What follows belongs to an exercise in optimizing a design on an open flow for small area; a production flow would make more cautious choices. Where RTL was checked, it was by simulation tests only, not by an equivalence proof against the original. Function not checked in runs 1 and 2: the RTL went through the layout flow alone. Power figures rest on the tool's default switching activity, not on a simulated workload.

### flow/config.mk
export PLATFORM = sky130hd
export DESIGN_NAME = regfile_sb
export DESIGN_NICKNAME = regfile_sb
export VERILOG_FILES = /design/flow/design.v
export SDC_FILE = /design/flow/constraint.sdc
export NUM_CORES = 4
export LEC_CHECK = 0
export CAP_MARGIN = 20
export CELL_PAD_IN_SITES_DETAIL_PLACEMENT = 1
export CELL_PAD_IN_SITES_GLOBAL_PLACEMENT = 2
export CORE_MARGIN = 2
export CORE_UTILIZATION = 35
export PLACE_DENSITY = 0.5
export SLEW_MARGIN = 20
export SYNTH_HIERARCHICAL = 1
### flow/constraint.sdc
create_clock -name core_clock -period 10.0 [get_ports {clk}]
set_input_delay 2.0000 -clock core_clock [delete_from_list [all_inputs] [get_ports {clk}]]
set_output_delay 2.0000 -clock core_clock [all_outputs]
set_load 0.01 [all_outputs]
### flow/design.v
package mips_pkg;
  localparam int RF_DATA_W  = 32;
  localparam int RF_ADDR_W  = 5;
  localparam int RF_SP_REG  = 29;
  localparam int RF_SP_INIT = 1200;
  function automatic logic is_zero_reg(input logic [RF_ADDR_W-1:0] idx);
    is_zero_reg = (idx == '0);
  endfunction
endpackage
module regfile_scoreboard (
  input  logic        clk,
  input  logic        rst,
  input  logic [31:1] set_dec,
  input  logic [31:1] clr_dec,
  input  logic [31:1] clr_hold,
  output logic [31:1] busy,
  output logic [5:0]  busy_cnt
);
  logic [31:1] busy_q, busy_d;
  logic [5:0]  cnt_q;
  logic        set_busy, clr_busy, same, inc, dec;
  assign busy_d = set_dec | (busy_q & clr_hold);
  assign set_busy = |(set_dec & busy_q);
  assign clr_busy = |(clr_dec & busy_q);
  assign same     = |(set_dec & clr_dec);
  assign inc      = |set_dec && !set_busy;
  assign dec      = clr_busy && !same;
  always_ff @(posedge clk or posedge rst) begin
    if (rst) begin
      busy_q <= '0;
      cnt_q  <= '0;
    end else begin
      busy_q <= busy_d;
      if (inc && !dec)      cnt_q <= cnt_q + 6'd1;
      else if (dec && !inc) cnt_q <= cnt_q - 6'd1;
    end
  end
  assign busy     = busy_q;
  assign busy_cnt = cnt_q;
endmodule
module regfile_sb (
  input  logic        clk,
  input  logic        rst,
  input  logic [9:0]  read_addr,
  output logic [63:0] read_data,
  output logic [1:0]  read_busy,
  input  logic        write,
  input  logic [4:0]  writereg,
  input  logic [31:0] writedata,
  input  logic        claim,
  input  logic [4:0]  claimreg,
  output logic [5:0]  busy_cnt
);
  localparam logic [31:0] SP_INIT = 32'(mips_pkg::RF_SP_INIT);
  localparam int          SP_REG  = mips_pkg::RF_SP_REG;
  logic [31:0] rf_q [1:31];
  logic [31:0] rf_n [1:31];
  logic [31:1] valid_q;
  logic [31:1] wdec;        
  logic [31:1] whold;       
  logic [31:1] cdec;        
  logic [31:1] busy;
  logic        wr_en;
  assign wr_en = write && (writereg != 5'd0);
  rf_dec2 u_wdec (.a(writereg), .en(write), .y(wdec), .yn(whold));
  rf_dec  u_cdec (.a(claimreg), .en(claim), .y(cdec));
  for (genvar i = 1; i < 32; i++) begin : g_word
    for (genvar b = 0; b < 32; b++) begin : g_bit
      rf_hold u_hold (
        .q (rf_q[i][b]),
        .h (whold[i]),
        .d (writedata[b]),
        .w (wdec[i]),
        .y (rf_n[i][b])
      );
    end
  end
  always_ff @(posedge clk) begin
    for (int i = 1; i < 32; i++) begin
      rf_q[i] <= rf_n[i];
    end
  end
  always_ff @(posedge clk or posedge rst) begin
    if (rst) valid_q <= '0;
    else     valid_q <= valid_q | wdec;
  end
  regfile_scoreboard u_scoreboard (
    .clk      (clk),
    .rst      (rst),
    .set_dec  (cdec),
    .clr_dec  (wdec),
    .clr_hold (whold),
    .busy     (busy),
    .busy_cnt (busy_cnt)
  );
  for (genvar k = 0; k < 2; k++) begin : g_rd
    logic [4:0]  addr;
    logic        fwd;
    logic [31:1] vsel;      
    logic [32:0] sel;       
    logic        sp0;
    assign addr = read_addr[k*5 +: 5];
    assign fwd  = wr_en && !rst && (addr == writereg);
    rf_rdsel u_sel (.a(addr), .en(!fwd), .v(valid_q), .y(vsel), .sp0(sp0));
    assign sel = {sp0, fwd, vsel};
    for (genvar b = 0; b < 32; b++) begin : g_bit
      logic [31:0] d;
      for (genvar i = 1; i < 32; i++) begin : g_w
        assign d[i-1] = rf_q[i][b];
      end
      assign d[31] = writedata[b];
      rf_rdbit u_bit (
        .s ({sel[32] & SP_INIT[b], sel[31:0]}),
        .d ({1'b1, d}),
        .y (read_data[k*32 + b])
      );
    end
    assign read_busy[k] = busy[addr] && (addr != 5'd0) && !fwd;
  end
endmodule
module rf_dec (
  input  logic [4:0]  a,
  input  logic        en,
  output logic [31:1] y
);
  logic [3:0] lo;
  logic [7:0] hi;
  for (genvar j = 0; j < 4; j++) begin : g_lo
    assign lo[j] = (a[1:0] == 2'(j));
  end
  for (genvar j = 0; j < 8; j++) begin : g_hi
    assign hi[j] = en && (a[4:2] == 3'(j));
  end
  for (genvar i = 1; i < 32; i++) begin : g_y
    assign y[i] = lo[i % 4] & hi[i / 4];
  end
endmodule
module rf_dec2 (
  input  logic [4:0]  a,
  input  logic        en,
  output logic [31:1] y,
  output logic [31:1] yn
);
  logic [3:0] lo;
  logic [7:0] hi;
  for (genvar j = 0; j < 4; j++) begin : g_lo
    assign lo[j] = (a[1:0] == 2'(j));
  end
  for (genvar j = 0; j < 8; j++) begin : g_hi
    assign hi[j] = en && (a[4:2] == 3'(j));
  end
  for (genvar i = 1; i < 32; i++) begin : g_y
    assign y[i]  = lo[i % 4] & hi[i / 4];
    assign yn[i] = !(lo[i % 4] & hi[i / 4]);
  end
endmodule
module rf_rdsel (
  input  logic [4:0]  a,
  input  logic        en,
  input  logic [31:1] v,
  output logic [31:1] y,
  output logic        sp0
);
  localparam int SP_REG = mips_pkg::RF_SP_REG;
  logic [3:0] lo;
  logic [7:0] hi;
  for (genvar j = 0; j < 4; j++) begin : g_lo
    assign lo[j] = (a[1:0] == 2'(j));
  end
  for (genvar j = 0; j < 8; j++) begin : g_hi
    assign hi[j] = en && (a[4:2] == 3'(j));
  end
  for (genvar i = 1; i < 32; i++) begin : g_y
    assign y[i] = lo[i % 4] & hi[i / 4] & v[i];
  end
  assign sp0 = lo[SP_REG % 4] & hi[SP_REG / 4] & !v[SP_REG];
endmodule
module rf_hold (
  input  logic q,
  input  logic h,
  input  logic d,
  input  logic w,
  output logic y
);
  assign y = (q & h) | (d & w);
endmodule
module rf_aoi222 (
  input  logic [2:0] a,
  input  logic [2:0] b,
  output logic       y
);
  assign y = !((a[0] & b[0]) | (a[1] & b[1]) | (a[2] & b[2]));
endmodule
module rf_rdbit (
  input  logic [32:0] s,
  input  logic [32:0] d,
  output logic        y
);
  logic [10:0] n;
  for (genvar j = 0; j < 11; j++) begin : g_t
    rf_aoi222 u_t (.a(s[3*j +: 3]), .b(d[3*j +: 3]), .y(n[j]));
  end
  assign y = !(&n[3:0]) | !(&n[7:4]) | !(&n[10:8]);
endmodule
### flow/run.sh
#!/bin/bash
# synth_recipe.tcl (not shown) runs the flow's synth.tcl, then flattens the netlist and writes it again
# the make line also repeats each setting of config.mk as NAME=value (left out here)
make -C /OpenROAD-flow-scripts/flow DESIGN_CONFIG=/design/flow/config.mk WORK_HOME=/design/flow/orfs CLKGATE_MAP_FILE= SYNTH_SCRIPT=/design/flow/synth_recipe.tcl finish
==> flow_summary_export.csv, run 1 <==
group,metric,value,unit
clocking,clkSinkCount,1060,
power_and_ir_drop,p_sw,3.50,mW
synthesis,synth_fa_ha_area_frac,0.00314,
power_and_ir_drop,fin_total_pwr,12.4,mW
synthesis,syn_area,0.0423,mm^2
detailed_routing,routed_wl,254000,um
synthesis,syn_inst,3498,
synthesis,syn_avg_cell_area,12.1,um^2
global_route,grt_max_degree,38,
power_and_ir_drop,clock_power_share,0.382,
global_route,grt_usage,0.397,
finish,fin_util,0.430,
detailed_routing,first_pass_iters,11,
detailed_routing,wire_per_inst,44.4,um
hold_path,holdPathStages,1,
power_and_ir_drop,p_comb_frac,0.144,
clocking,cts_resized,0,
clocking,clock-root-buffer,"clkbuf_16",
placement,hpwl,144000,um
global_route,antenna_found_initial,20,
timing,period_needed,9210,ps
die,fp.dieW,352,um
power_and_ir_drop,power_frac_seq,0.474,
timing,hold_viol,0,
critical_path,crit_type,"input pin to output pin",
timing,rsz0062_at_grt,"false",
timing,fmax,109,MHz
run,drv_cap,0,
critical_path,crit_path_max_fanout,32,
timing,fin_skew,3.39,ps
finish,nFillCells,12661,
run_status,status,"no timing/DRC/antenna violations",
detailed_routing,first_iter_violations,8291,
timing,setup_viol,0,
timing,timing.final.crit_share,0.921,
clocking,cts_hold_buf,0,
power_and_ir_drop,p_leak,19.7,nW
finish,nets,4057,
die,start_util,0.353,
finish,most-common-layout-cells,"1007 x a22o_1, 992 x dfxtp_1, 707 x a222oi_1",
die,dieArea,0.124,mm^2
timing,slew_viol_final,0,
global_route,grt.overflow.total,0,
hold_path,hold_path_class,"register to register",
placement,io_buffers,127,
synthesis,synthArstFlopShare,0.0642,
clocking,path_clk_slew,70,ps
synthesis,synth_warnings,11,
synthesis,yosys-mux-area-fraction,0.0109,
global_route,grt_first_pass_wirelength,348000,um
die,core,0.120,mm^2
critical_path,rr_startpoint,"u_scoreboard.busy_q[3]$_DFF_PP0_",
detailed_routing,ant_nets,0,
synthesis,synth_top_family_by_area,"compound AO/OA/AOI/OAI gates",
placement,gp_congestion,0.894,
global_route,gr-usage-met3,0.108,
timing,relSlewSlack,0.133,
power_and_ir_drop,swShare,0.283,
die,ios,128,
critical_path,ff2ff_path_depth,11,
hold_path,min_to,"valid_q[22]$_DFF_PP0_",
clocking,postCtsSetupBuffers,0,
synthesis,synth_cell_types,58,
synthesis,synth-compound-area-share,0.390,
critical_path,crit_arrival,7210,ps
clocking,cts_buffers,121,
synthesis,ys_seq_elements,1060,
global_route,busiest_layer,"met2",
clocking,clk_latency,750,ps
power_and_ir_drop,p_int,8.86,mW
synthesis,synth_top_area_frac,0.470,
global_route,use_met2,0.603,
power_and_ir_drop,powerDensity,239,mW/mm^2
global_route,grt_util_met1,0.489,
synthesis,seq_area_frac_synth,0.510,
timing,tightest_slew,1300,ps
finish,drive_gt1_frac,0.130,
detailed_routing,num_vias,44178,
hold_path,hp-start,"valid_q[22]$_DFF_PP0_",
critical_path,r2r_slack,6680,ps
detailed_routing,drc_errors,0,
critical_path,reg2reg_to,"u_scoreboard.cnt_q[5]$_DFFE_PP0P_",
clocking,cts_tree,"done",
clocking,clock_path_buffers,3,
finish,area_growth,22.1,%
critical_path,worstPathRequired,8000,ps
synthesis,synth_xor_area_frac,0.00453,
synthesis,synth_simple_gate_area_share,0.0778,
synthesis,synth_edf_count,0,
synthesis,yosys.area.top_type,"dfxtp_1",
critical_path,cp-end-kind,"output pin",
detailed_routing,drt-vias-per-instance,7.73,
power_and_ir_drop,vdd_drop_max,145,uV
synthesis,ys.flop_type,"dfxtp_1",
critical_path,cp-start-kind,"input pin",
die,row_count,127,
die,die_h,352,um
synthesis,synth_area_leaders,"dfxtp_1 47%, a22o_1 21%, a222oi_1 17%",
timing,fin_setup_tns,0,ps
clocking,htreeDepth,3,
global_route,grt_pass1_vias,44421,
finish,layout_commonest_cell,"a22o_1",
-- metrics by stage --
stage / hold slack (ps) / worst slack [ps] / cell area (um^2) / cells
after global placement: 456 / 1060 / 47400 / 5478
after floorplan: 443 / 338 / 42700 / 3616
after CTS: 481 / 1070 / 51600 / 5709
final: 481 / 794 / 51600 / 5715
after detailed placement: 462 / 1080 / 47400 / 5480
after global routing: 497 / 767 / 51600 / 5713
-- kinds of logic after synthesis --
logic type                 count (synthesis)
other                                      2
and+or+nand+nor                          554
xor gates and xnor gates                  21
adders and majority gates                 10
buffers and inverters                     30
muxes                                     24
AOI/OAI and AO/OA                       1797
DFF                                     1060
-- power groups by stage --
stage	registers (mW)	logic, mW	clock network [mW]
after floorplan	5.65	1.14	0
after global placement	5.84	1.68	0
final	5.86	1.78	4.72
after CTS	5.82	1.76	4.75
after detailed placement	5.90	1.75	0
after global routing	5.95	1.88	4.93
-- registers in the layout, summed over array words and instances, names as in the netlist --
| name | cells |
|---|---|
| valid_q | 31 |
| rf_q | 992 |
| u_scoreboard.busy_q | 31 |
| u_scoreboard.cnt_q | 6 |
-- synthesized netlist by cell type, types with 9 or more instances --
cell	count
dfxtp_1	992
dfrtp_1	68
nor2_1	70
nor4_1	9
nand2_1	43
a22oi_1	14
xnor2_1	10
a21o_1	33
a221oi_1	14
mux4_2	11
and3_1	62
inv_1	11
nand3_1	67
xor2_1	10
or3_1	65
a22o_1	1007
a222oi_1	707
or2_2	33
clkbuf_1	9
ha_1	9
and4b_1	9
nand4_1	139
-- critical path, stage by stage --
cell	delay, ps
clkdlybuf4s50_1	890
xnor2_1	190
nand3_1	100
or4_1	690
and4b_1	330
and3_2	620
a222oi_1	520
nand4_1	620
or3_1	670
clkdlybuf4s50_1	530
-- per-module statistics from Yosys (local to each module, per instance) --
| module | times used | area [um^2] | cells |
|---|---|---|---|
| regfile_sb | 1 | 21700 | 1140 |
| regfile_scoreboard | 1 | 1960 | 176 |
| rf_aoi222 | 704 | 10.0 | 1 |
| rf_dec | 1 | 230 | 46 |
| rf_dec2 | 1 | 488 | 96 |
| rf_hold | 992 | 8.76 | 1 |
| rf_rdbit | 64 | 23.8 | 4 |
| rf_rdsel | 2 | 320 | 44 |
-- area by class of cell --
type | instances | area (um^2) | area share
diodes | 6 | 15.0 | 0.000291
clock buffers | 175 | 3550 | 0.0688
clock inverters | 54 | 643 | 0.0125
inverters | 11 | 41.3 | 0.000800
multi-input cells | 2526 | 21400 | 0.415
flip-flops and latches | 1060 | 21600 | 0.418
well taps | 1612 | 2020 | 0.0391
repair buffers | 271 | 2370 | 0.0459
-- metal layers --
| layer | wire, um | share of wire | up-vias |
|---|---|---|---|
| li1 | - | - | 17200 |
| met1 | 96700 | 0.38 | 22809 |
| met2 | 110000 | 0.43 | 3247 |
| met3 | 27400 | 0.11 | 902 |
| met4 | 19400 | 0.076 | 20 |
| met5 | 324 | 0.0013 | - |
-- worst max path at each step --
stage | slack [ps] | cells past startpoint | end | start
final | 790 | 10 | read_data[31] | read_addr[4]
after global routing | 770 | 10 | read_data[31] | read_addr[4]
after CTS | 1070 | 10 | read_data[13] | read_addr[4]
after detailed placement | 1080 | 10 | read_data[13] | read_addr[4]
after global placement | 1060 | 10 | read_data[31] | read_addr[4]
after floorplan | 340 | 9 | read_data[32] | rst
==> inputs of run 2 (changes only) <==
==> flow/flow/run.sh (new file) <==
#!/bin/bash
# Standard layout, with small port buffers and no CTS dummy loads.
set -euo pipefail
bash standard.sh \
  "BUFFER_PORTS_ARGS=-buffer_cell sky130_fd_sc_hd__buf_1" \
  "CTS_ARGS=-sink_clustering_enable -repair_clock_nets -dont_use_dummy_load" \
  finish > standard.log 2>&1
==> flow/standard.sh (new file) <==
#!/bin/bash
# synth_recipe.tcl (not shown) runs the flow's synth.tcl, then flattens the netlist and writes it again
# the make line also repeats each setting of config.mk as NAME=value (left out here)
make -C /OpenROAD-flow-scripts/flow DESIGN_CONFIG=/design/flow/config.mk WORK_HOME=/design/flow/orfs CLKGATE_MAP_FILE= SYNTH_SCRIPT=/design/flow/synth_recipe.tcl "${@:-finish}"
removed: flow/run.sh
==> flow_summary_export.csv, run 2 <==
group,metric,value,unit
critical_path,crit_arrival,6560,ps
detailed_routing,routed_wl,246000,um
hold_path,hold_path_class,"register to register",
synthesis,yosys.area.top_type,"dfxtp_1",
critical_path,crit_type,"input pin to output pin",
finish,regMostFlops,"rf_q",
timing,rsz0062_at_grt,"false",
run_status,status,"no timing/DRC/antenna violations",
clocking,clk_latency,730,ps
clocking,cts_tree,"done",
timing,fmax,117,MHz
critical_path,rr_startpoint,"u_scoreboard.busy_q[20]$_DFF_PP0_",
synthesis,synth_cell_types,58,
clocking,path_clk_slew,60,ps
finish,area_growth,17.1,%
finish,nets,4028,
placement,hpwl,138000,um
timing,fin_setup_tns,0,ps
synthesis,syn_inst,3498,
critical_path,crit_path_max_fanout,32,
placement,pre_cts_slack,1670,ps
clocking,cts_resized,0,
finish,fin_util,0.413,
detailed_routing,first_iter_violations,7547,
synthesis,synth_most_common_cell,"a22o_1",
finish,largestRegisters,"rf_q (992), u_scoreboard.busy_q (31), valid_q (31)",
critical_path,crit_path_frequent_cell,"buf_1",
timing,slew_viol_final,0,
clocking,clkSinkCount,1060,
detailed_routing,drt-vias-per-instance,7.80,
run,drv_cap,0,
timing,period_needed,8560,ps
die,fp.dieW,352,um
global_route,antenna_found_initial,16,
global_route,grt_pass1_vias,43991,
finish,largest_reg_flops,992,
global_route,grt_first_pass_wirelength,337000,um
finish,drive_gt1_frac,0.112,
critical_path,cp-start-kind,"input pin",
clocking,clock-root-buffer,"clkbuf_16",
finish,most-common-layout-cells,"1007 x a22o_1, 992 x dfxtp_1, 707 x a222oi_1",
detailed_routing,drc_errors,0,
critical_path,worstPathRequired,8000,ps
placement,place_area,0.0464,mm^2
synthesis,syn_area,0.0423,mm^2
power_and_ir_drop,powerDensity,229,mW/mm^2
power_and_ir_drop,vdd_drop_max,152,uV
timing,holdWs,487,ps
global_route,grt_max_degree,38,
clocking,htreeDepth,3,
critical_path,cp-end-kind,"output pin",
finish,layout_commonest_cell,"a22o_1",
power_and_ir_drop,p_leak,18.7,nW
die,core,0.120,mm^2
placement,dp_cells,5450,
die,dieArea,0.124,mm^2
synthesis,synthArstFlopShare,0.0642,
synthesis,synth_edf_count,0,
die,die_h,352,um
synthesis,ys.flop_type,"dfxtp_1",
die,start_util,0.353,
timing,hold_viol,0,
synthesis,ys_top_cells_by_count,"1007 x a22o_1, 992 x dfxtp_1, 707 x a222oi_1",
die,ios,128,
timing,fin_ws,1440,ps
hold_path,hp-start,"valid_q[10]$_DFF_PP0_",
critical_path,crit_chain,"buf_1, xnor2_1, nand3_1, or4_1, and4b_1, and3_2, a222oi_1, nand4_1, or3_1, buf_1",
global_route,grt.overflow.total,0,
die,row_count,127,
finish,design_area,0.0495,mm^2
timing,relSlewSlack,0.127,
global_route,grt_usage,0.384,
timing,setup_viol,0,
synthesis,ys_seq_elements,1060,
clocking,clock_path_buffers,3,
synthesis,synth_area_leaders,"dfxtp_1 47%, a22o_1 21%, a222oi_1 17%",
synthesis,synth_top_area_frac,0.470,
clocking,cts_hold_buf,0,
detailed_routing,wire_per_inst,44.0,um
critical_path,crit_slowest_cell,"or4_1",
placement,io_buffers,127,
critical_path,cp_slowest_stage_delay,690,ps
power_and_ir_drop,fin_total_pwr,11.3,mW
detailed_routing,ant_nets,0,
timing,tightest_slew,1310,ps
critical_path,crit_path_start,"read_addr[2]",
synthesis,syn_avg_cell_area,12.1,um^2
timing,timing.final.crit_share,0.856,
timing,fin_skew,42.0,ps
synthesis,seq_area_frac_synth,0.510,
clocking,postCtsSetupBuffers,0,
detailed_routing,num_vias,43555,
detailed_routing,first_pass_iters,12,
clocking,cts_buffers,120,
placement,gp_congestion,0.895,
synthesis,synth_warnings,11,
finish,instances_no_fill,5584,
## run 2: cell type report
class / instances / area [um^2]
repair buffers: 243 / 1430
well taps: 1612 / 2020
flip-flops and latches: 1060 / 21600
multi-input cells: 2526 / 21400
diodes: 12 / 30.0
inverters: 11 / 41.3
clock buffers: 120 / 3000
fillers: 12755 / 70400
## run 2: cell families (layout without fill, tap and decap cells)
kind of cell               Yosys count  in the layout  synth area share
adders and majority gates           10             10           0.00314
other                                2            132          0.000178
AOI/OAI and AO/OA                 1797           1797             0.390
xor gates and xnor gates            21             21           0.00453
DFF                               1060           1060             0.510
muxes                               24             24            0.0109
and+or+nand+nor                    554            554            0.0778
buffers and inverters               30            374           0.00322
## run 2: modules after synthesis (local to each module, per instance), a selection
| module | flops+latches | times used | cells inside |
|---|---|---|---|
| rf_rdsel | 0 | 2 | 44 |
| regfile_sb | 1023 | 1 | 1140 |
| regfile_scoreboard | 37 | 1 | 176 |
| rf_hold | 0 | 992 | 1 |
| rf_dec2 | 0 | 1 | 96 |
| rf_aoi222 | 0 | 704 | 1 |
## run 2: layer usage
layer  wire [um]  global-route usage  up-vias
li1            -                   -    17022
met1       94500               0.473    22334
met2      105000               0.577     3351
met3       28500               0.116      835
met4       18200               0.255       13
met5         101             0.00235        -
## run 2: worst max-delay path: cells and delay by family
family          cells  cell delay (ps)
simple gates        6             2970
buf+inv             2              800
compound gates      1              550
xor+xnor            1              200
## run 2: final timing paths
kind | to | slack [ps] | cells after the start
min in group asynchronous | valid_q[22]$_DFF_PP0_ | 1360 | 3
hold reg to reg | valid_q[10]$_DFF_PP0_ | 490 | 1
setup / recovery | read_data[13] | 1440 | 10
hold / removal | valid_q[10]$_DFF_PP0_ | 490 | 1
max in group asynchronous | u_scoreboard.busy_q[25]$_DFF_PP0_ | 8120 | 3
setup reg to reg | u_scoreboard.cnt_q[5]$_DFFE_PP0P_ | 6710 | 11
## run 2: where the power goes
group / total, mW / switching (mW) / internal, mW
Clock: 3.79 / 1.72 / 2.08
Combinational: 1.68 / 0.771 / 0.912
Sequential: 5.86 / 0.767 / 5.09
Total: 11.3 / 3.26 / 8.08
==> inputs of run 3 (changes only) <==
--- a/flow/design.v
+++ b/flow/design.v
@@ -13,17 +13,18 @@
   input  logic [31:1] set_dec,
   input  logic [31:1] clr_dec,
   input  logic [31:1] clr_hold,
+  input  logic        set_any,    
+  input  logic        same,       
   output logic [31:1] busy,
   output logic [5:0]  busy_cnt
 );
   logic [31:1] busy_q, busy_d;
   logic [5:0]  cnt_q;
-  logic        set_busy, clr_busy, same, inc, dec;
+  logic        set_busy, clr_busy, inc, dec;
   assign busy_d = set_dec | (busy_q & clr_hold);
-  assign set_busy = |(set_dec & busy_q);
-  assign clr_busy = |(clr_dec & busy_q);
-  assign same     = |(set_dec & clr_dec);
-  assign inc      = |set_dec && !set_busy;
+  rf_or31 u_set_busy (.s(set_dec), .d(busy_q), .y(set_busy));
+  rf_or31 u_clr_busy (.s(clr_dec), .d(busy_q), .y(clr_busy));
+  assign inc      = set_any && !set_busy;
   assign dec      = clr_busy && !same;
   always_ff @(posedge clk or posedge rst) begin
     if (rst) begin
@@ -37,6 +38,18 @@
   end
   assign busy     = busy_q;
   assign busy_cnt = cnt_q;
+endmodule
+module rf_or31 (
+  input  logic [31:1] s,
+  input  logic [31:1] d,
+  output logic        y
+);
+  logic [10:0] n;
+  for (genvar j = 0; j < 10; j++) begin : g_t
+    rf_aoi222 u_t (.a(s[3*j+1 +: 3]), .b(d[3*j+1 +: 3]), .y(n[j]));
+  end
+  assign n[10] = !(s[31] & d[31]);
+  assign y = !(&n[3:0]) | !(&n[7:4]) | !(&n[10:8]);
 endmodule
 module regfile_sb (
   input  logic        clk,
@@ -90,6 +103,8 @@
     .set_dec  (cdec),
     .clr_dec  (wdec),
     .clr_hold (whold),
+    .set_any  (claim && (claimreg != 5'd0)),
+    .same     (claim && write && (claimreg == writereg) && wr_en),
     .busy     (busy),
     .busy_cnt (busy_cnt)
   );
==> flow/flow/run.sh (replaced) <==
#!/bin/bash
# Standard layout, with small port buffers, small clock buffers and no CTS
# dummy loads.
set -euo pipefail
bash standard.sh \
  "BUFFER_PORTS_ARGS=-buffer_cell sky130_fd_sc_hd__buf_1" \
  "CTS_ARGS=-sink_clustering_enable -repair_clock_nets -dont_use_dummy_load -buf_list {sky130_fd_sc_hd__clkbuf_4 sky130_fd_sc_hd__clkbuf_8}" \
  finish > standard.log 2>&1
==> flow_summary_export.csv, run 3 <==
group,metric,value,unit
placement,gp_congestion,0.889,
finish,nets,4084,
timing,hold_viol,0,
clocking,cts_hold_buf,0,
synthesis,synth_edf_count,0,
synthesis,seq_area_frac_synth,0.512,
global_route,grt_usage,0.388,
detailed_routing,wl_met2,106000,um
timing,period_needed,8790,ps
detailed_routing,drc_errors,0,
clocking,cts_resized,0,
timing,fin_skew,12.1,ps
clocking,cts_buffers,189,
synthesis,ys_top_cells_by_count,"992 x a22o_1, 992 x dfxtp_1, 724 x a222oi_1",
power_and_ir_drop,powerDensity,223,mW/mm^2
global_route,grt_first_pass_wirelength,339000,um
clocking,htreeDepth,4,
detailed_routing,first_iter_violations,8302,
timing,slew_viol_final,0,
global_route,grt_max_degree,35,
placement,io_buffers,127,
clocking,clk_latency,880,ps
critical_path,crit_arrival,6790,ps
timing,timing.final.crit_share,0.879,
die,die_h,351,um
critical_path,crit_chain,"buf_1, o21ai_0, or4_1, and4b_1, and3_2, a222oi_1, nand4_1, or3_1, buf_1",
synthesis,ys.flop_type,"dfxtp_1",
timing,fmax,114,MHz
die,ios,128,
clocking,path_clk_slew,50,ps
finish,largest_reg_flops,992,
die,row_count,127,
critical_path,cp-start-kind,"input pin",
critical_path,worstPathRequired,8000,ps
global_route,grt.overflow.total,0,
run,drv_cap,0,
critical_path,cp-end-kind,"output pin",
global_route,antenna_found_initial,26,
synthesis,synth_warnings,11,
finish,regMostFlops,"rf_q",
detailed_routing,num_vias,43682,
synthesis,ys_seq_elements,1060,
synthesis,syn_inst,3467,
synthesis,synth_cell_types,67,
critical_path,crit_path_frequent_cell,"buf_1",
clocking,postCtsSetupBuffers,0,
die,start_util,0.352,
synthesis,syn_avg_cell_area,12.1,um^2
detailed_routing,wl_met3,28100,um
timing,fin_setup_tns,0,ps
detailed_routing,wire_per_inst,43.9,um
detailed_routing,top_layer_used,"met5",
timing,tightest_slew,1250,ps
timing,relSlewSlack,0.165,
global_route,grt_pass1_vias,43840,
synthesis,syn_area,0.0421,mm^2
detailed_routing,drt-vias-per-instance,7.74,
synthesis,synth_top_area_frac,0.472,
die,dieArea,0.123,mm^2
critical_path,crit_type,"input pin to output pin",
hold_path,hp-start,"valid_q[26]$_DFF_PP0_",
placement,hpwl,144000,um
finish,largestRegisters,"rf_q (992), u_scoreboard.busy_q (31), valid_q (31)",
synthesis,synth_area_leaders,"dfxtp_1 47%, a22o_1 21%, a222oi_1 17%",
critical_path,reg2reg_to,"u_scoreboard.cnt_q[5]$_DFFE_PP0P_",
timing,holdWs,482,ps
die,fp.dieW,351,um
detailed_routing,first_pass_iters,10,
run_status,status,"no timing/DRC/antenna violations",
critical_path,cp_slowest_stage_delay,790,ps
finish,drive_gt1_frac,0.135,
finish,most-common-layout-cells,"992 x a22o_1, 992 x dfxtp_1, 724 x a222oi_1",
finish,design_area,0.0491,mm^2
power_and_ir_drop,vdd_drop_max,149,uV
detailed_routing,drt-met1-wl,97700,um
synthesis,synthArstFlopShare,0.0642,
placement,place_area,0.0464,mm^2
power_and_ir_drop,p_leak,18.6,nW
hold_path,hold_path_class,"register to register",
synthesis,yosys.area.top_type,"dfxtp_1",
finish,area_growth,16.5,%
timing,rsz0062_at_grt,"false",
detailed_routing,routed_wl,248000,um
clocking,clkSinkCount,1060,
detailed_routing,ant_nets,0,
die,core,0.120,mm^2
critical_path,r2r_slack,6690,ps
clocking,clock_path_buffers,3,
critical_path,ff2ff_path_depth,11,
clocking,clock-root-buffer,"clkbuf_8",
hold_path,min_to,"valid_q[26]$_DFF_PP0_",
clocking,cts_tree,"done",
hold_path,holdPathStages,1,
critical_path,crit_slowest_cell,"or4_1",
critical_path,rr_startpoint,"u_scoreboard.busy_q[10]$_DFF_PP0_",
timing,setup_viol,0,
critical_path,crit_path_max_fanout,32,
## run 3: critical path, delay by kind of cell
kind                   cells  cell delay [ps]
AND/OR/NAND/NOR            5             3040
buffers and inverters      2              760
AO/OA/AOI/OAI              2              910
## run 3: how the worst max path moves through the flow
stage,startpoint,endpoint,slack (ps),cells past startpoint
after floorplan,read_addr[5],read_data[32],3520,9
after global placement,writereg[2],read_data[23],1520,10
after detailed placement,writereg[2],read_data[23],1440,10
after CTS,writereg[4],read_data[23],1450,9
after global routing,writereg[2],read_data[52],1250,10
final,writereg[4],read_data[52],1210,9
## run 3: final cells by class
cell class	instances	area (um^2)
multi-input cells	2498	21300
inverters	9	36.3
flip-flops and latches	1060	21600
fillers	12851	70600
clock buffers	189	2600
well taps	1612	2020
repair buffers	260	1560
diodes	18	45.0
## run 3: cells by family (layout without fill, tap and decap cells)
logic type | Yosys count | count (layout) | synth area share
compound gates | 1776 | 1776 | 0.389
xor+xnor | 25 | 25 | 0.00538
fa+ha+maj | 10 | 10 | 0.00315
buf+inv | 27 | 458 | 0.00306
flops | 1060 | 1060 | 0.512
mux | 20 | 20 | 0.00984
other cells | 2 | 138 | 0.000178
simple gates | 547 | 547 | 0.0772
## run 3: report_power, final
part           internal (mW)  switching, mW  leakage, nW  total (mW)
clock                   1.65           1.72         1.36        3.38
combinational          0.913          0.786         8.18        1.70
sequential              5.10          0.749         9.06        5.85
## run 3: per-module statistics from Yosys (local to each module, per instance)
module | cells inside | copies in the design | flip-flops and latches
rf_or31 | 4 | 2 | 0
rf_rdbit | 4 | 64 | 0
rf_hold | 1 | 992 | 0
regfile_sb | 1150 | 1 | 1023
rf_dec2 | 96 | 1 | 0
regfile_scoreboard | 107 | 1 | 37
rf_rdsel | 44 | 2 | 0
rf_aoi222 | 1 | 724 | 0
rf_dec | 46 | 1 | 0
## run 3: routing by layer
metal / vias up / track usage
met5: - / 0
li1: 17041 / -
met4: 14 / 0.236
met1: 22554 / 0.498
met3: 773 / 0.101
met2: 3300 / 0.581
## run 3: through the flow
| stage | power, mW | cells | utilization | setup WS [ps] |
|---|---|---|---|---|
| floorplan | 6.79 | 3585 | - | 3520 |
| global placement | 7.41 | 5436 | 0.387 | 1520 |
| detailed placement | 7.55 | 5439 | 0.388 | 1440 |
| CTS | 10.9 | 5628 | 0.410 | 1450 |
| global route | 11.3 | 5638 | 0.410 | 1250 |
| finish | 10.9 | 5646 | 0.410 | 1210 |
==> inputs of run 4 (changes only) <==
==> flow/run.sh (new file) <==
#!/bin/bash
# synth_recipe.tcl (not shown) runs the flow's synth.tcl, then flattens the netlist and writes it again
# the make line also repeats each setting of config.mk as NAME=value (left out here)
make -C /OpenROAD-flow-scripts/flow DESIGN_CONFIG=/design/flow/config.mk WORK_HOME=/design/flow/orfs CLKGATE_MAP_FILE= SYNTH_SCRIPT=/design/flow/synth_recipe.tcl finish
removed: flow/flow/run.sh
removed: flow/standard.sh
==> flow_summary_export.csv, run 4 <==
group,metric,value,unit
critical_path,crit_path_start,"writereg[4]",
power_and_ir_drop,p_int,8.93,mW
global_route,grt_max_degree,35,
detailed_routing,routed_wl,247000,um
timing,fin_skew,4.16,ps
power_and_ir_drop,p_leak,19.7,nW
critical_path,rr_startpoint,"u_scoreboard.busy_q[13]$_DFF_PP0_",
timing,relSlewSlack,0.197,
die,die_h,351,um
power_and_ir_drop,vdd_drop_max,156,uV
finish,most-common-layout-cells,"992 x a22o_1, 992 x dfxtp_1, 724 x a222oi_1",
critical_path,crit_path_max_fanout,32,
clocking,path_clk_slew,60,ps
hold_path,hp-start,"valid_q[10]$_DFF_PP0_",
critical_path,cp-end-kind,"output pin",
power_and_ir_drop,swShare,0.281,
clocking,clock_path_buffers,3,
critical_path,crit_type,"input pin to output pin",
power_and_ir_drop,p_comb_frac,0.144,
clocking,htreeDepth,3,
critical_path,cp-start-kind,"input pin",
detailed_routing,wire_per_inst,43.4,um
power_and_ir_drop,clock_power_share,0.385,
detailed_routing,num_vias,43678,
clocking,clock-root-buffer,"clkbuf_16",
clocking,clkSinkCount,1060,
detailed_routing,first_iter_violations,8028,
synthesis,syn_avg_cell_area,12.1,um^2
timing,fmax,106,MHz
synthesis,ys_top_cells_by_count,"992 x a22o_1, 992 x dfxtp_1, 724 x a222oi_1",
critical_path,reg2reg_to,"u_scoreboard.cnt_q[5]$_DFFE_PP0P_",
timing,timing.final.crit_share,0.946,
clocking,cts_resized,0,
synthesis,syn_inst,3467,
placement,gp_congestion,0.891,
critical_path,ff2ff_path_depth,11,
placement,hpwl,146000,um
die,ios,128,
clocking,cts_hold_buf,0,
global_route,antenna_found_initial,26,
synthesis,synth_warnings,11,
finish,nets,4027,
synthesis,syn_area,0.0421,mm^2
critical_path,endpoint,"read_data[7]",
die,row_count,127,
power_and_ir_drop,fin_total_pwr,12.4,mW
finish,largestRegisters,"rf_q (992), u_scoreboard.busy_q (31), valid_q (31)",
hold_path,hold_path_class,"register to register",
timing,period_needed,9460,ps
detailed_routing,ant_nets,0,
clocking,postCtsSetupBuffers,0,
clocking,cts_tree,"done",
global_route,grt_pass1_vias,43091,
die,dieArea,0.123,mm^2
global_route,grt_first_pass_wirelength,339000,um
timing,fin_ws,537,ps
timing,slew_viol_final,0,
critical_path,worstPathRequired,8000,ps
run,drv_cap,0,
die,start_util,0.352,
clocking,cts_buffers,121,
critical_path,r2r_slack,6610,ps
power_and_ir_drop,powerDensity,241,mW/mm^2
synthesis,seq_area_frac_synth,0.512,
synthesis,synthArstFlopShare,0.0642,
clocking,clk_latency,760,ps
global_route,grt.overflow.total,0,
finish,drive_gt1_frac,0.134,
timing,hold_viol,0,
power_and_ir_drop,power_frac_seq,0.471,
synthesis,synth_area_leaders,"dfxtp_1 47%, a22o_1 21%, a222oi_1 17%",
synthesis,synth_top_area_frac,0.472,
detailed_routing,first_pass_iters,11,
detailed_routing,drc_errors,0,
timing,holdWs,482,ps
finish,area_growth,22.4,%
placement,pre_cts_slack,723,ps
detailed_routing,drt-vias-per-instance,7.67,
synthesis,ys_seq_elements,1060,
finish,regMostFlops,"rf_q",
synthesis,yosys.area.top_type,"dfxtp_1",
run_status,status,"no timing/DRC/antenna violations",
power_and_ir_drop,p_sw,3.48,mW
synthesis,ys.flop_type,"dfxtp_1",
die,fp.dieW,351,um
global_route,grt_usage,0.386,
synthesis,synth_edf_count,0,
timing,tightest_slew,1200,ps
die,core,0.120,mm^2
synthesis,synth_cell_types,67,
timing,fin_setup_tns,0,ps
timing,rsz0062_at_grt,"false",
finish,largest_reg_flops,992,
critical_path,crit_arrival,7460,ps
timing,setup_viol,0,
placement,io_buffers,127,
run 4: cell count changes in the layout (fill, tap and decap cells not counted), moves of 28 or more:
cell	previous run	this run
clkbuf_8	189	36
clkbuf_16	0	124
clkdlybuf4s50_1	0	119
buf_1	99	0
clkbuf_2	28	0
run 4: how the worst min path moves through the flow:
stage | endpoint | slack [ps] | cells after the start
global placement | valid_q[27]$_DFF_PP0_ | 460 | 1
global route | valid_q[10]$_DFF_PP0_ | 510 | 1
floorplan | valid_q[10]$_DFF_PP0_ | 440 | 1
detailed placement | valid_q[31]$_DFF_PP0_ | 460 | 1
finish | valid_q[10]$_DFF_PP0_ | 480 | 1
CTS | valid_q[10]$_DFF_PP0_ | 480 | 1
run 4: kinds of logic after synthesis:
family / Yosys count / share of synthesized area
multiplexers: 20 / 0.00984
AO/OA/AOI/OAI: 1776 / 0.389
other: 2 / 0.000178
XOR/XNOR: 25 / 0.00538
AND/OR/NAND/NOR: 547 / 0.0772
adder cells (fa/ha/maj): 10 / 0.00315
flip-flops: 1060 / 0.512
buffers and inverters: 27 / 0.00306
run 4: power by group through the flow:
stage	sequential (mW)	combinational, mW	clock (mW)
4_1_cts	5.81	1.76	4.81
5_1_grt	5.94	1.89	4.98
3_3_place_gp	5.82	1.69	0
3_5_place_dp	5.89	1.75	0
6_report	5.85	1.79	4.78
2_1_floorplan	5.65	1.14	0
run 4: layout make-up:
cell class	count	area [um^2]
Fill cell	12626	68100
Sequential cell	1060	21600
Multi-Input combinational cell	2498	21300
Clock buffer	183	3680
Timing Repair Buffer	271	2350
Tap cell	1612	2020
Clock inverter	43	574
Antenna cell	16	40.0
Inverter	9	33.8
run 4: critical path, cell delays in order:
cell and delay [ps]:
clkdlybuf4s50_1 920, o21ai_0 340, or4_1 800, and4bb_1 370, and3_2 580, a222oi_1 680
nand4_1 590, or3_1 610, clkdlybuf4s50_1 540
run 4: per-module statistics from Yosys, one instance, submodules excluded:
| module | cells | cell area (um^2) |
|---|---|---|
| rf_aoi222 | 1 | 10.0 |
| rf_or31 | 4 | 27.5 |
| regfile_scoreboard | 107 | 1470 |
| regfile_sb | 1150 | 21800 |
| rf_rdbit | 4 | 23.8 |
| rf_hold | 1 | 8.76 |
| rf_dec2 | 96 | 488 |
| rf_dec | 46 | 230 |
| rf_rdsel | 44 | 320 |
run 4: stage by stage:
stage               cell area (um^2)  instances  utilization
floorplan                      42600       3585            -
global placement               47200       5447        0.394
detailed placement             47200       5449        0.394
CTS                            51500       5675        0.430
global route                   51500       5681        0.430
finish                         51500       5692        0.431
run 4: routing by layer:
layer  part of all wire  vias up  GRT usage
li1                   -    17041          -
met1               0.39    22733      0.490
met2               0.43     3144      0.577
met3               0.11      750      0.103
met4              0.070       10      0.250
met5            0.00027        -          0
==> inputs of run 5 (changes only) <==
--- a/flow/design.v
+++ b/flow/design.v
@@ -124,11 +124,20 @@
         assign d[i-1] = rf_q[i][b];
       end
       assign d[31] = writedata[b];
-      rf_rdbit u_bit (
-        .s ({sel[32] & SP_INIT[b], sel[31:0]}),
-        .d ({1'b1, d}),
-        .y (read_data[k*32 + b])
-      );
+      if (SP_INIT[b]) begin : g_sp
+        rf_rdbit_c u_bit (
+          .s (sel[31:0]),
+          .d (d),
+          .c (sel[32]),
+          .y (read_data[k*32 + b])
+        );
+      end else begin : g_nsp
+        rf_rdbit u_bit (
+          .s (sel[31:0]),
+          .d (d),
+          .y (read_data[k*32 + b])
+        );
+      end
     end
     assign read_busy[k] = busy[addr] && (addr != 5'd0) && !fwd;
   end
@@ -206,14 +215,50 @@
 );
   assign y = !((a[0] & b[0]) | (a[1] & b[1]) | (a[2] & b[2]));
 endmodule
+module rf_nand2 (
+  input  logic a,
+  input  logic b,
+  output logic y
+);
+  assign y = !(a & b);
+endmodule
+module rf_ornot12 (
+  input  logic [11:0] n,
+  output logic        y
+);
+  assign y = !(&n[3:0]) | !(&n[7:4]) | !(&n[11:8]);
+endmodule
+module rf_ornot12_c (
+  input  logic [11:0] n,
+  input  logic        c,
+  output logic        y
+);
+  assign y = !(&n[3:0]) | !(&n[7:4]) | !(&n[11:8]) | c;
+endmodule
 module rf_rdbit (
-  input  logic [32:0] s,
-  input  logic [32:0] d,
-  output logic        y
-);
-  logic [10:0] n;
-  for (genvar j = 0; j < 11; j++) begin : g_t
+  input  logic [31:0] s,
+  input  logic [31:0] d,
+  output logic        y
+);
+  logic [11:0] n;
+  for (genvar j = 0; j < 10; j++) begin : g_t
     rf_aoi222 u_t (.a(s[3*j +: 3]), .b(d[3*j +: 3]), .y(n[j]));
   end
-  assign y = !(&n[3:0]) | !(&n[7:4]) | !(&n[10:8]);
-endmodule
+  rf_nand2 u_t10 (.a(s[30]), .b(d[30]), .y(n[10]));
+  rf_nand2 u_t11 (.a(s[31]), .b(d[31]), .y(n[11]));
+  rf_ornot12 u_or (.n(n), .y(y));
+endmodule
+module rf_rdbit_c (
+  input  logic [31:0] s,
+  input  logic [31:0] d,
+  input  logic        c,
+  output logic        y
+);
+  logic [11:0] n;
+  for (genvar j = 0; j < 10; j++) begin : g_t
+    rf_aoi222 u_t (.a(s[3*j +: 3]), .b(d[3*j +: 3]), .y(n[j]));
+  end
+  rf_nand2 u_t10 (.a(s[30]), .b(d[30]), .y(n[10]));
+  rf_nand2 u_t11 (.a(s[31]), .b(d[31]), .y(n[11]));
+  rf_ornot12_c u_or (.n(n), .c(c), .y(y));
+endmodule
==> flow/flow/run.sh (new file) <==
#!/bin/bash
# Standard layout (bash standard.sh), with three changes: port buffers are
# buf_1, the clock tree uses clkbuf_8 with sink clusters of at most 16 sinks
# within 50 um, and CTS inserts no dummy loads.
set -euo pipefail
bash standard.sh \
  "BUFFER_PORTS_ARGS=-buffer_cell sky130_fd_sc_hd__buf_1" \
  "CTS_ARGS=-sink_clustering_enable -repair_clock_nets -dont_use_dummy_load -buf_list sky130_fd_sc_hd__clkbuf_8 -sink_clustering_size 16 -sink_clustering_max_diameter 50" \
  finish > standard.log 2>&1
==> flow/standard.sh (new file) <==
#!/bin/bash
# synth_recipe.tcl (not shown) runs the flow's synth.tcl, then flattens the netlist and writes it again
# the make line also repeats each setting of config.mk as NAME=value (left out here)
make -C /OpenROAD-flow-scripts/flow DESIGN_CONFIG=/design/flow/config.mk WORK_HOME=/design/flow/orfs CLKGATE_MAP_FILE= SYNTH_SCRIPT=/design/flow/synth_recipe.tcl "${@:-finish}"
removed: flow/run.sh
==> flow_summary_export.csv, run 5 <==
group,metric,value,unit
detailed_routing,wire_per_inst,43.7,um
power_and_ir_drop,fin_total_pwr,10.4,mW
synthesis,ys.flop_type,"dfxtp_1",
hold_path,hold_path_class,"register to register",
finish,drive_gt1_frac,0.121,
finish,largestRegisters,"rf_q (992), u_scoreboard.busy_q (31), valid_q (31)",
detailed_routing,first_pass_iters,13,
detailed_routing,drt-vias-per-instance,7.70,
critical_path,worstPathRequired,8000,ps
die,row_count,127,
finish,design_area,0.0480,mm^2
detailed_routing,num_vias,42651,
synthesis,ys_top_cells_by_count,"992 x a22o_1, 992 x dfxtp_1, 660 x a222oi_1",
die,fp.dieW,351,um
synthesis,synth_top_area_frac,0.472,
critical_path,crit_chain,"buf_1, or4_1, o21ai_0, or4_1, and4b_1, and3_2, a222oi_1, nand4_1, or3_1, buf_1",
synthesis,syn_area,0.0421,mm^2
clocking,cts_resized,0,
synthesis,synth_area_leaders,"dfxtp_1 47%, a22o_1 21%, a222oi_1 16%",
detailed_routing,first_iter_violations,7586,
timing,fmax,114,MHz
die,start_util,0.352,
synthesis,ys_seq_elements,1060,
clocking,clkSinkCount,1060,
clocking,postCtsSetupBuffers,0,
synthesis,syn_inst,3537,
critical_path,cp-start-kind,"input pin",
hold_path,hp-start,"valid_q[16]$_DFF_PP0_",
timing,fin_setup_tns,0,ps
die,core,0.120,mm^2
critical_path,crit_slowest_cell,"or4_1",
run_status,status,"no timing/DRC/antenna violations",
clocking,cts_hold_buf,0,
global_route,grt.overflow.total,0,
detailed_routing,ant_nets,0,
die,dieArea,0.123,mm^2
critical_path,crit_path_max_fanout,32,
power_and_ir_drop,powerDensity,216,mW/mm^2
finish,most-common-layout-cells,"992 x a22o_1, 992 x dfxtp_1, 660 x a222oi_1",
global_route,grt_max_degree,35,
die,ios,128,
finish,regMostFlops,"rf_q",
run,drv_cap,0,
synthesis,seq_area_frac_synth,0.512,
synthesis,synthArstFlopShare,0.0642,
global_route,grt_first_pass_wirelength,334000,um
timing,rsz0062_at_grt,"false",
critical_path,critical_path.top_delay_family,"simple AND/OR/NAND/NOR gates",
clocking,clk_latency,890,ps
hold_path,min_to,"valid_q[16]$_DFF_PP0_",
synthesis,yosys.area.top_type,"dfxtp_1",
power_and_ir_drop,vdd_drop_max,143,uV
timing,setup_viol,0,
critical_path,reg2reg_to,"u_scoreboard.cnt_q[5]$_DFFE_PP0P_",
finish,nets,3973,
finish,nFillCells,12771,
detailed_routing,drc_errors,0,
clocking,htreeDepth,4,
finish,area_growth,14.0,%
timing,tightest_slew,1270,ps
hold_path,holdPathStages,1,
clocking,path_clk_slew,70,ps
timing,period_needed,8760,ps
detailed_routing,routed_wl,242000,um
synthesis,syn_avg_cell_area,11.9,um^2
critical_path,cp_slowest_stage_delay,790,ps
clocking,cts_buffers,139,
critical_path,critPathBufInv,2,
critical_path,r2r_slack,6060,ps
placement,hpwl,140000,um
critical_path,rr_startpoint,"u_scoreboard.busy_q[1]$_DFF_PP0_",
die,die_h,351,um
timing,fin_skew,51.1,ps
critical_path,crit_arrival,6760,ps
timing,hold_viol,0,
global_route,antenna_found_initial,25,
placement,io_buffers,127,
timing,holdWs,483,ps
critical_path,cp-end-kind,"output pin",
global_route,grt_pass1_vias,43436,
placement,place_area,0.0459,mm^2
clocking,cts_tree,"done",
power_and_ir_drop,p_leak,18.0,nW
clocking,clock_path_buffers,3,
synthesis,synth_edf_count,0,
timing,timing.final.crit_share,0.876,
synthesis,synth_cell_types,67,
clocking,clock-root-buffer,"clkbuf_8",
timing,slew_viol_final,0,
placement,gp_congestion,0.915,
global_route,grt_usage,0.380,
critical_path,ff2ff_path_depth,11,
timing,relSlewSlack,0.155,
finish,largest_reg_flops,992,
synthesis,synth_warnings,11,
critical_path,crit_type,"input pin to output pin",
[run 5: how the worst max path moves through the flow]
stage / startpoint / endpoint / slack, ps / cells after the start
floorplan: read_addr[5] / read_data[36] / 3370 / 9
global placement: writereg[2] / read_data[2] / 1690 / 10
detailed placement: writereg[2] / read_data[61] / 1500 / 10
CTS: writereg[2] / read_data[61] / 1490 / 10
global route: writereg[2] / read_data[61] / 1150 / 10
finish: writereg[2] / read_data[61] / 1240 / 10
[run 5: cells by family after synthesis]
kind of cell,synth area share
multiplexers,0.00984
XOR/XNOR,0.00538
AND/OR/NAND/NOR,0.0918
adder cells (fa/ha/maj),0.00315
AO/OA/AOI/OAI,0.374
flip-flops,0.512
buffers and inverters,0.00306
[run 5: modules after synthesis, one instance, submodules excluded, excerpt]
module | flops+latches | copies in the design | cell area [um^2] | cells
rf_ornot12 | 0 | 56 | 25.0 | 4
rf_nand2 | 0 | 128 | 3.75 | 1
rf_dec | 0 | 1 | 230 | 46
rf_ornot12_c | 0 | 8 | 31.3 | 5
regfile_scoreboard | 37 | 1 | 1470 | 107
regfile_sb | 1023 | 1 | 21800 | 1148
rf_dec2 | 0 | 1 | 488 | 96
rf_rdsel | 0 | 2 | 320 | 44
[run 5: area by class of cell]
type / count / area [um^2] / share of cell area
tap: 1612 / 2020 / 0.0420
antenna: 19 / 47.5 / 0.000991
sequential: 1060 / 21600 / 0.449
clock buffer: 139 / 1910 / 0.0399
timing repair buffer: 247 / 1560 / 0.0324
inverter: 9 / 33.8 / 0.000704
multi-input combinational: 2450 / 20800 / 0.434
[run 5: power by group]
group          internal [mW]  total (mW)  switching, mW
Combinational          0.909        1.66          0.751
Sequential              5.09        5.85          0.762
Clock                   1.23        2.84           1.61
[run 5: stage by stage]
stage / setup WS (ps) / cells / util
floorplan: 3370 / 3537 / -
global placement: 1690 / 5369 / 0.382
detailed placement: 1500 / 5373 / 0.383
CTS: 1490 / 5512 / 0.399
global route: 1150 / 5531 / 0.401
finish: 1240 / 5536 / 0.401
[run 5: layer usage]
| layer | GRT usage | vias up | routed length (um) |
|---|---|---|---|
| li1 | - | 16813 | - |
| met1 | 0.464 | 22048 | 92500 |
| met2 | 0.577 | 3053 | 104000 |
| met3 | 0.107 | 727 | 26000 |
| met4 | 0.266 | 10 | 18700 |
| met5 | 0.00549 | - | 133 |
==> inputs of run 6 (changes only) <==
==> flow/flow/run.sh (replaced) <==
#!/bin/bash
# Standard layout (bash standard.sh), with three changes: port buffers are
# buf_1, the clock tree uses clkbuf_4 with sink clusters of at most 10 sinks
# within 40 um, and CTS inserts no dummy loads.
set -euo pipefail
bash standard.sh \
  "BUFFER_PORTS_ARGS=-buffer_cell sky130_fd_sc_hd__buf_1" \
  "CTS_ARGS=-sink_clustering_enable -repair_clock_nets -dont_use_dummy_load -buf_list sky130_fd_sc_hd__clkbuf_4 -sink_clustering_size 10 -sink_clustering_max_diameter 40" \
  finish > standard.log 2>&1
==> flow_summary_export.csv, run 6 <==
group,metric,value,unit
timing,fmax,115,MHz
synthesis,synth_warnings,11,
placement,io_buffers,127,
synthesis,seq_area_frac_synth,0.512,
global_route,grt.overflow.total,0,
critical_path,crit_path_max_fanout,32,
detailed_routing,first_iter_violations,7688,
global_route,grt_pass1_vias,43808,
die,start_util,0.352,
timing,relSlewSlack,0.144,
synthesis,syn_area,0.0421,mm^2
critical_path,crit_slowest_cell,"or4_1",
timing,fin_setup_tns,0,ps
synthesis,synth_area_leaders,"dfxtp_1 47%, a22o_1 21%, a222oi_1 16%",
timing,holdWs,487,ps
finish,regMostFlops,"rf_q",
synthesis,yosys-mux-area-fraction,0.00984,
critical_path,cp-start-kind,"input pin",
clocking,cts_buffers,176,
global_route,antenna_found_initial,23,
detailed_routing,drt-vias-per-instance,7.71,
synthesis,synth_edf_count,0,
detailed_routing,wire_per_inst,43.3,um
detailed_routing,num_vias,43026,
global_route,grt_max_degree,35,
power_and_ir_drop,p_leak,17.8,nW
clocking,cts_resized,0,
critical_path,worstPathRequired,8000,ps
detailed_routing,drc_errors,0,
critical_path,crit_type,"input pin to output pin",
finish,most-common-layout-cells,"992 x a22o_1, 992 x dfxtp_1, 660 x a222oi_1",
die,fp.dieW,351,um
clocking,clk_latency,1150,ps
placement,place_area,0.0459,mm^2
timing,period_needed,8680,ps
synthesis,synth_fa_ha_area_frac,0.00315,
synthesis,synth_simple_gate_area_share,0.0918,
die,die_h,351,um
finish,drive_gt1_frac,0.130,
synthesis,ys_top_cells_by_count,"992 x a22o_1, 992 x dfxtp_1, 660 x a222oi_1",
critical_path,critPathBufInv,2,
synthesis,syn_inst,3537,
die,dieArea,0.123,mm^2
placement,dp_cells,5373,
timing,slew_viol_final,0,
run,drv_cap,0,
timing,rsz0062_at_grt,"false",
synthesis,synthArstFlopShare,0.0642,
placement,hpwl,140000,um
synthesis,synth_top_area_frac,0.472,
detailed_routing,routed_wl,242000,um
finish,largestRegisters,"rf_q (992), u_scoreboard.busy_q (31), valid_q (31)",
timing,tightest_slew,1280,ps
placement,gp_congestion,0.915,
timing,hold_viol,0,
finish,area_growth,12.8,%
clocking,clock-root-buffer,"clkbuf_4",
synthesis,synth_xor_area_frac,0.00538,
synthesis,yosys.area.top_type,"dfxtp_1",
critical_path,crit_chain,"buf_1, or4_1, o21ai_0, or4_1, and4b_1, and3_2, a222oi_1, nand4_1, or3_1, buf_1",
clocking,htreeDepth,4,
global_route,grt_usage,0.380,
power_and_ir_drop,vdd_drop_max,125,uV
finish,largest_reg_flops,992,
clocking,clkSinkCount,1060,
critical_path,crit_arrival,6680,ps
finish,instances_no_fill,5582,
timing,timing.final.crit_share,0.868,
finish,design_area,0.0474,mm^2
finish,nets,4012,
die,ios,128,
finish,fin_util,0.396,
clocking,cts_tree,"done",
detailed_routing,ant_nets,0,
die,core,0.120,mm^2
timing,fin_skew,37.4,ps
die,row_count,127,
synthesis,ys_seq_elements,1060,
clocking,postCtsSetupBuffers,0,
detailed_routing,first_pass_iters,11,
synthesis,syn_avg_cell_area,11.9,um^2
synthesis,synth_top_family_by_area,"compound AO/OA/AOI/OAI gates",
synthesis,synth_cell_types,67,
finish,nFillCells,12887,
timing,setup_viol,0,
critical_path,cp-end-kind,"output pin",
critical_path,critical_path.top_delay_family,"simple AND/OR/NAND/NOR gates",
synthesis,ys.flop_type,"dfxtp_1",
clocking,path_clk_slew,50,ps
clocking,clock_path_buffers,3,
clocking,cts_hold_buf,0,
synthesis,synth-compound-area-share,0.374,
hold_path,hold_path_class,"register to register",
global_route,grt_first_pass_wirelength,334000,um
power_and_ir_drop,powerDensity,208,mW/mm^2
critical_path,cp_slowest_stage_delay,800,ps
run_status,status,"no timing/DRC/antenna violations",
-- run 6: through the flow --
| step | total power [mW] | setup WS, ps |
|---|---|---|
| 4_1_cts | 9.87 | 1490 |
| 2_1_floorplan | 6.78 | 3370 |
| 6_report | 9.88 | 1320 |
| 3_5_place_dp | 7.53 | 1500 |
| 3_3_place_gp | 7.38 | 1690 |
| 5_1_grt | 10.3 | 1250 |
-- run 6: where the power goes --
| part | internal, mW | total, mW | switching [mW] |
|---|---|---|---|
| sequential | 5.08 | 5.84 | 0.761 |
| clock | 0.801 | 2.37 | 1.57 |
| combinational | 0.910 | 1.66 | 0.751 |
-- run 6: kinds of logic (layout without fill, tap and decap cells) --
| logic type | after synthesis | count (layout) |
|---|---|---|
| AOI/OAI and AO/OA | 1712 | 1712 |
| DFF | 1060 | 1060 |
| and+or+nand+nor | 683 | 683 |
| buffers and inverters | 27 | 434 |
| xor gates and xnor gates | 25 | 25 |
| muxes | 20 | 20 |
| adders and majority gates | 10 | 10 |
| other | 0 | 26 |
-- run 6: final timing paths --
path                                                   from                                 to  slack [ps]  depth (start not counted)
max                                             writereg[2]                      read_data[61]        1320                         10
max in group asynchronous                               rst  u_scoreboard.busy_q[11]$_DFF_PP0_        8310                          3
max reg2reg                u_scoreboard.busy_q[1]$_DFF_PP0_  u_scoreboard.cnt_q[5]$_DFFE_PP0P_        6080                         11
min in group asynchronous                               rst  u_scoreboard.cnt_q[3]$_DFFE_PP0P_         890                          2
min                                    valid_q[9]$_DFF_PP0_               valid_q[9]$_DFF_PP0_         490                          1
min reg2reg                            valid_q[9]$_DFF_PP0_               valid_q[9]$_DFF_PP0_         490                          1
-- run 6: per-module statistics from Yosys (local to each module, per instance), excerpt --
module | cells | cell area (um^2) | times used
rf_ornot12_c | 5 | 31.3 | 8
rf_or31 | 4 | 27.5 | 2
rf_aoi222 | 1 | 10.0 | 660
regfile_sb | 1148 | 21800 | 1
rf_nand2 | 1 | 3.75 | 128
rf_dec2 | 96 | 488 | 1
rf_hold | 1 | 8.76 | 992
rf_rdsel | 44 | 320 | 2
-- run 6: layout make-up --
| class | count | area [um^2] | share of cell area |
|---|---|---|---|
| multi-input combinational | 2450 | 20800 | 0.439 |
| timing repair buffer | 249 | 1600 | 0.0337 |
| sequential | 1060 | 21600 | 0.454 |
| clock buffer | 176 | 1320 | 0.0279 |
| antenna | 26 | 65.1 | 0.00137 |
| tap | 1612 | 2020 | 0.0425 |
| inverter | 9 | 33.8 | 0.000712 |
-- run 6: routing by layer --
metal / track usage / vias up / wire length [um]
met1: 0.464 / 22185 / 92500
met3: 0.105 / 746 / 25800
li1: - / 16949 / -
met5: 0 / - / 41
met4: 0.269 / 6 / 18100
met2: 0.577 / 3140 / 106000
==> inputs of run 7 (changes only) <==
--- a/flow/config.mk
+++ b/flow/config.mk
@@ -10,6 +10,6 @@
 export CELL_PAD_IN_SITES_GLOBAL_PLACEMENT = 2
 export CORE_MARGIN = 2
 export CORE_UTILIZATION = 35
-export PLACE_DENSITY = 0.5
+export PLACE_DENSITY = 0.6
 export SLEW_MARGIN = 20
 export SYNTH_HIERARCHICAL = 1
==> flow_summary_export.csv, run 7 <==
group,metric,value,unit
clocking,clk_latency,1180,ps
critical_path,crit_slowest_cell,"or4_1",
clocking,path_clk_slew,50,ps
placement,io_buffers,127,
synthesis,synth_warnings,11,
timing,relSlewSlack,0.154,
finish,regMostFlops,"rf_q",
finish,fin_util,0.394,
timing,tightest_slew,1270,ps
power_and_ir_drop,p_leak,17.6,nW
critical_path,critical_path.top_delay_family,"simple AND/OR/NAND/NOR gates",
synthesis,syn_avg_cell_area,11.9,um^2
placement,place_area,0.0457,mm^2
detailed_routing,first_pass_iters,12,
clocking,cts_tree,"done",
timing,holdWs,489,ps
timing,hold_viol,0,
placement,pre_cts_slack,1460,ps
critical_path,crit_path_frequent_cell,"buf_1",
timing,setup_viol,0,
critical_path,cp-end-kind,"output pin",
placement,hpwl,138000,um
global_route,grt_max_degree,38,
detailed_routing,drc_errors,0,
critical_path,crit_chain,"buf_1, o21ai_0, or4_1, and4b_1, and3_2, a222oi_1, nand4_1, or3_1, buf_1",
die,start_util,0.352,
power_and_ir_drop,fin_total_pwr,9.85,mW
die,ios,128,
critical_path,critPathBufInv,2,
global_route,grt_first_pass_wirelength,332000,um
finish,nFillCells,12832,
timing,slew_viol_final,0,
finish,design_area,0.0471,mm^2
die,dieArea,0.123,mm^2
synthesis,synth_top_area_frac,0.472,
die,die_h,351,um
finish,largest_reg_flops,992,
critical_path,crit_type,"input pin to output pin",
detailed_routing,routed_wl,240000,um
critical_path,crit_arrival,6760,ps
run,drv_cap,0,
placement,gp_congestion,0.922,
power_and_ir_drop,vdd_drop_max,113,uV
global_route,antenna_found_initial,20,
finish,area_growth,12.1,%
critical_path,worstPathRequired,8000,ps
synthesis,ys.flop_type,"dfxtp_1",
detailed_routing,first_iter_violations,7701,
finish,most-common-layout-cells,"992 x a22o_1, 992 x dfxtp_1, 660 x a222oi_1",
finish,largestRegisters,"rf_q (992), u_scoreboard.busy_q (31), valid_q (31)",
synthesis,synthArstFlopShare,0.0642,
detailed_routing,drt-vias-per-instance,7.70,
die,row_count,127,
detailed_routing,wire_per_inst,43.0,um
die,fp.dieW,351,um
finish,instances_no_fill,5569,
timing,fin_skew,62.3,ps
timing,rsz0062_at_grt,"false",
clocking,cts_hold_buf,0,
detailed_routing,num_vias,42877,
clocking,clock_path_buffers,3,
timing,period_needed,8760,ps
critical_path,cp-start-kind,"input pin",
synthesis,synth_edf_count,0,
clocking,cts_buffers,173,
timing,fin_setup_tns,0,ps
global_route,grt_pass1_vias,43714,
finish,drive_gt1_frac,0.125,
synthesis,ys_top_cells_by_count,"992 x a22o_1, 992 x dfxtp_1, 660 x a222oi_1",
clocking,postCtsSetupBuffers,0,
hold_path,hold_path_class,"register to register",
global_route,grt_usage,0.376,
finish,nets,3984,
timing,timing.final.crit_share,0.876,
power_and_ir_drop,powerDensity,209,mW/mm^2
clocking,cts_resized,0,
clocking,clkSinkCount,1060,
synthesis,synth_area_leaders,"dfxtp_1 47%, a22o_1 21%, a222oi_1 16%",
synthesis,yosys.area.top_type,"dfxtp_1",
critical_path,cp_slowest_stage_delay,810,ps
synthesis,ys_seq_elements,1060,
clocking,htreeDepth,4,
critical_path,crit_path_max_fanout,32,
synthesis,seq_area_frac_synth,0.512,
detailed_routing,ant_nets,0,
synthesis,syn_inst,3537,
timing,fmax,114,MHz
synthesis,syn_area,0.0421,mm^2
placement,dp_cells,5353,
synthesis,synth_cell_types,67,
timing,fin_ws,1240,ps
run_status,status,"no timing/DRC/antenna violations",
global_route,grt.overflow.total,0,
die,core,0.120,mm^2
clocking,clock-root-buffer,"clkbuf_4",
## run 7: cell counts after synthesis
No cell type changed its count.
## run 7: per-module statistics from Yosys (local to each module, per instance), excerpt
module,flip-flops and latches,times used
regfile_sb,1023,1
regfile_scoreboard,37,1
rf_dec2,0,1
rf_rdsel,0,2
rf_dec,0,1
rf_ornot12_c,0,8
rf_or31,0,2
rf_ornot12,0,56
rf_aoi222,0,660
rf_hold,0,992
rf_nand2,0,128
## run 7: final timing paths
| check | startpoint | to | slack, ps | cells past startpoint |
|---|---|---|---|---|
| worst max-delay path | writereg[4] | read_data[20] | 1240 | 9 |
| max in group asynchronous | rst | u_scoreboard.busy_q[25]$_DFF_PP0_ | 8470 | 3 |
| worst min register to register | valid_q[1]$_DFF_PP0_ | valid_q[1]$_DFF_PP0_ | 490 | 1 |
| worst min-delay path | valid_q[1]$_DFF_PP0_ | valid_q[1]$_DFF_PP0_ | 490 | 1 |
| worst max register to register | u_scoreboard.busy_q[7]$_DFF_PP0_ | u_scoreboard.cnt_q[5]$_DFFE_PP0P_ | 6350 | 11 |
| min in group asynchronous | rst | valid_q[15]$_DFF_PP0_ | 1000 | 3 |
## run 7: cell families (layout without fill, tap and decap cells)
group	Yosys count	in the layout	synth area share
compound gates	1712	1712	0.374
flops	1060	1060	0.512
simple gates	683	683	0.0918
buf+inv	27	406	0.00306
xor+xnor	25	25	0.00538
mux	20	20	0.00984
fa+ha+maj	10	10	0.00315
other cells	0	41	0
## run 7: final cells by class
class	count	area, um^2	share of cell area
Sequential cell	1060	21600	0.457
Multi-Input combinational cell	2450	20800	0.441
Tap cell	1612	2020	0.0428
Timing Repair Buffer	224	1330	0.0282
Clock buffer	173	1300	0.0275
Antenna cell	41	103	0.00218
Inverter	9	33.8	0.000717
## run 7: routing by layer
layer,vias to the layer above,GRT usage,routed length [um]
met1,22214,0.471,93100
met2,3039,0.561,104000
met4,4,0.266,17200
met3,696,0.0997,25800
li1,16924,-,-
met5,-,0,14
## run 7: power breakdown
group	switching [mW]	internal [mW]
logic	0.752	0.906
clock network	1.56	0.787
registers	0.761	5.08
total	3.08	6.78

## what the ideal ports hide
No port has a modelled driver above. Below, the same layouts with a new extraction and two added sets of constraints.
Step 1 sets driving cells, clkbuf_16 on the clock port and buf_2 on the other inputs (assumed; they add their load-dependent delay and slew).
Step 2 times the ports against the registers' clock, not the clock port: input delays grow and output delays shrink by t, the midpoint of the rising clock arrivals with the driver on.
a / b / c = ideal ports / drivers / drivers and shift; a / b = the first two.
run | shift t [ns] | slack for setup (ns) | hold WS [ns] | worst setup path after step 2 | latest minus earliest clock arrival (ns)
run 1 | 0.823 | 0.794 / 0.724 / 0.724 | 0.481 / 0.481 / 0.481 | input to output | 0.024 / 0.024
run 2 | 0.811 | 1.440 / 1.411 / 1.411 | 0.487 / 0.487 / 0.487 | input to output | 0.097 / 0.098
run 3 | 0.961 | 1.210 / 1.181 / 1.181 | 0.482 / 0.482 / 0.482 | input to output | 0.069 / 0.070
run 4 | 0.836 | 0.537 / 0.513 / 0.513 | 0.482 / 0.482 / 0.482 | input to output | 0.029 / 0.028
run 5 | 0.932 | 1.239 / 1.209 / 1.209 | 0.483 / 0.483 / 0.483 | input to output | 0.106 / 0.106
run 6 | 1.242 | 1.323 / 1.293 / 1.293 | 0.487 / 0.487 / 0.487 | input to output | 0.141 / 0.141
run 7 | 1.243 | 1.241 / 1.215 / 1.215 | 0.489 / 0.489 / 0.489 | input to output | 0.134 / 0.134
After both steps every run listed still meets setup and hold. The setup slack of run 1, which loses most, moves by -0.070 ns with the drivers and by -0.070 ns with both steps.
